This design comes from an exercise in tuning for small area on the open sky130 flow, not from production work.
Only simulation tests tie the RTL to the original design; equivalence was not proved.
Power figures rest on the tool's default switching activity, not on a simulated workload.

==> trial 12: inputs <==
==> flow/design.v (excerpt) <==
module rcu_top (
    input  logic                   clk,
    input  logic                   reset,
    input  logic                   trapped,
    input  logic                   fu_ready,
    input  logic                   dispatch_valid,
    input  logic [32-1:0]   dispatch_pc,
    input  logic [5-1:0] dispatch_rs1,
    input  logic [5-1:0] dispatch_rs2,
    input  logic [5-1:0] dispatch_rd,
    input  logic                   dispatch_uses_rs1,
    input  logic                   dispatch_uses_rs2,
    input  logic                   dispatch_uses_rd,
    input  logic                   wb_valid,
    input  logic [3-1:0]  wb_line,
    input  logic [6-1:0] wb_prd,
    output logic                   dispatch_ready,
    output logic                   issue_valid,
    output logic [3-1:0]  issue_line,
    output logic [32-1:0]   issue_pc,
    output logic [6-1:0] issue_prs1,
    output logic [6-1:0] issue_prs2,
    output logic [6-1:0] issue_prd,
    output logic                   commit_valid,
    output logic [32-1:0]   commit_pc,
    output logic [5-1:0] commit_rd,
    output logic [6-1:0] commit_prd,
    output logic [6-1:0] commit_lprd
);
    localparam int NA = 32;
    localparam int NP = 64;
    localparam int NL = 8;
    localparam int AW = 5;
    localparam int PW = 6;
    localparam int LW = 3;
    logic [PW-1:0] cmap [1:NA-1];
    localparam int NF = (NA - 1) + NL + 1;
    logic [NF:1] free_bits;
    logic [NF:1] comm_busy;
    logic [32-1:0] ent_pc   [NL];
    logic [AW-1:0]        ent_rd   [NL];
    logic [PW-1:0]        ent_prd  [NL];
    logic [PW-1:0]        ent_prs1 [NL];
    logic [PW-1:0]        ent_prs2 [NL];
    logic [NL-1:0] st_a;
    logic [NL-1:0] st_b;
    logic [NL-1:0] wait1;
    logic [NL-1:0] wait2;
    logic [NL-1:0] head;
    logic [NL-1:0] tail;
    logic [NL-1:0] used, pend, done, waiting;
    assign used    = st_a | st_b;
    assign pend    = st_b;
    assign done    = st_a & ~st_b;
    assign waiting = st_b & ~st_a;
  ...
Settings: LEC_CHECK=0, CAP_MARGIN=20, CORE_MARGIN=2, CORE_UTILIZATION=70, SLEW_MARGIN=20; clock period 10.0 ns.
standard.sh (not shown) runs the stock make flow with config.mk's settings and CLKGATE_MAP_FILE= SYNTH_SCRIPT=/design/flow/synth_recipe.tcl, a recipe that flattens the netlist after the stock synthesis.
==> flow/flow/run.sh <==
#!/bin/bash
# The standard layout (the standard.sh, unchanged synthesis, floorplan, power
# grid and routing) with two placement/CTS options changed:
#  - port buffers use the smallest buffer (sky130_fd_sc_hd__buf_1);
#  - CTS uses larger leaf clusters of clkbuf_16 and no dummy loads.
# make's full output goes to standard.log; ORFS's per-step logs stay in orfs/logs.
set -euo pipefail
export BUFFER_PORTS_ARGS="-buffer_cell sky130_fd_sc_hd__buf_1"
export CTS_ARGS="-sink_clustering_enable -repair_clock_nets -dont_use_dummy_load -buf_list sky130_fd_sc_hd__clkbuf_16 -sink_clustering_size 25 -sink_clustering_max_diameter 60"
bash standard.sh > standard.log 2>&1
==> trial 64: changes against trial 12 <==
--- a/flow/design.v
+++ b/flow/design.v
@@ -94,16 +94,21 @@
     assign done    = st_a & ~st_b;
     assign waiting = st_b & ~st_a;
     logic          has_rd;
     logic          accept;
     logic [PW-1:0] free_pick;
     assign has_rd = dispatch_uses_rd && (dispatch_rd != '0);
-    always_comb begin
+    logic [NF:1] pick_oh;
+    always_comb begin
+        logic lower;
+        lower = 1'b0;
         free_pick = '0;
-        for (int i = NF; i > 0; i--) begin
-            if (free_bits[i]) free_pick = i[PW-1:0];
+        for (int i = 1; i <= NF; i++) begin
+            pick_oh[i] = free_bits[i] && !lower;
+            lower = lower | free_bits[i];
+            free_pick = free_pick | (pick_oh[i] ? i[PW-1:0] : '0);
         end
     end
     assign dispatch_ready = !(|(used & tail));
     assign accept = dispatch_valid && dispatch_ready && !trapped;
     logic [NL-1:0] below_tail;
     always_comb begin
@@ -260,25 +265,25 @@
     always_ff @(posedge clk) begin
         if (reset) begin
             free_bits <= '1;
         end else if (trapped) begin
             free_bits <= ~comm_busy;
         end else begin
-            if (accept && has_rd) begin
-                free_bits[free_pick] <= 1'b0;
-            end
-            if (do_commit && (commit_lprd != '0)) begin
-                free_bits[commit_lprd] <= 1'b1;
+            for (int i = 1; i <= NF; i++) begin
+                if (accept && has_rd && pick_oh[i]) free_bits[i] <= 1'b0;
+                if (do_commit && (commit_lprd == i[PW-1:0])) free_bits[i] <= 1'b1;
             end
         end
     end
     always_ff @(posedge clk) begin
         if (reset) begin
             for (int i = 1; i < NA; i++) cmap[i] <= '0;
             comm_busy <= '0;
         end else if (do_commit) begin
-            if (commit_lprd != '0) comm_busy[commit_lprd] <= 1'b0;
-            if (commit_prd != '0) comm_busy[commit_prd] <= 1'b1;
+            for (int i = 1; i <= NF; i++) begin
+                if (commit_lprd == i[PW-1:0]) comm_busy[i] <= 1'b0;
+                if (commit_prd == i[PW-1:0]) comm_busy[i] <= 1'b1;
+            end
             if (commit_rd != '0) cmap[commit_rd] <= commit_prd;
         end
     end
 endmodule
==> results.txt <==
metric                                                                          trial 12                  trial 64
Place WS                                                                         1500 ps                   3040 ps
Post-detailed-placement cell area                                             41,900 µm²                39,900 µm²
Power attributed to sequential cells                                             3.52 mW                   3.53 mW
Master of the slowest instance on the critical path             sky130_fd_sc_hd__dfxtp_2  sky130_fd_sc_hd__a22oi_1
End of the critical path                                      comm_busy[11]$_SDFFE_PP0P_            commit_lprd[0]
Antenna fix cells                                                                     10                         1
Internal power consumption                                                       4.58 mW                   4.47 mW
Final worst slack                                                                1050 ps                   2220 ps
Post-route minimum period                                                        8950 ps                   7780 ps
Die Footprint                                                                 60,200 µm²                57,400 µm²
Area fraction in and, or, nand and nor cells after synthesis                       13.3%                     12.3%
X dimension of the die                                                            245 µm                    240 µm
Worst Hold Margin                                                                 427 ps                    465 ps
Layout multi-input combinational cell count                                        2,497                     2,154
Signal buffers share of area                                                       2.59%                     2.74%
Met3 WL post-DR                                                                21,200 µm                 20,200 µm
Final wirelength                                                              139,000 µm                131,000 µm
Run status                                                                finished clean            finished clean
Number of nets at the end of the flow                                              3,716                     3,335
Detailed route wirelength on metal2                                            62,300 µm                 58,800 µm
Internal reg-to-reg setup slack                                                  1050 ps                   3830 ps
TritonCTS buffer count                                                                48                        46
Multi-input gate share of the layout cell area                                     41.4%                     38.6%

## re-timing with driven ports
No port has a modelled driver above. Below, the same layouts with a new extraction and two added sets of constraints.
Step 1 assumes that a clkbuf_16 drives the clock port and a buf_2 every other input.
Step 2, shift: input delay + t, output delay - t, t = (earliest + latest rising clock arrival at the registers) / 2. This alone moves slack from input paths to output paths.
Three values: ideal ports, drivers, drivers and shift; two values: the first two.
| run | t, ns | setup WS [ns] | pins driven straight from the clock port |
|---|---|---|---|
| trial 12 | 0.669 | 1.048 / 1.048 / 1.048 | 1 |
| trial 64 | 0.662 | 2.219 / 2.153 / 2.815 | 1 |
After both steps every run listed still meets setup and hold.
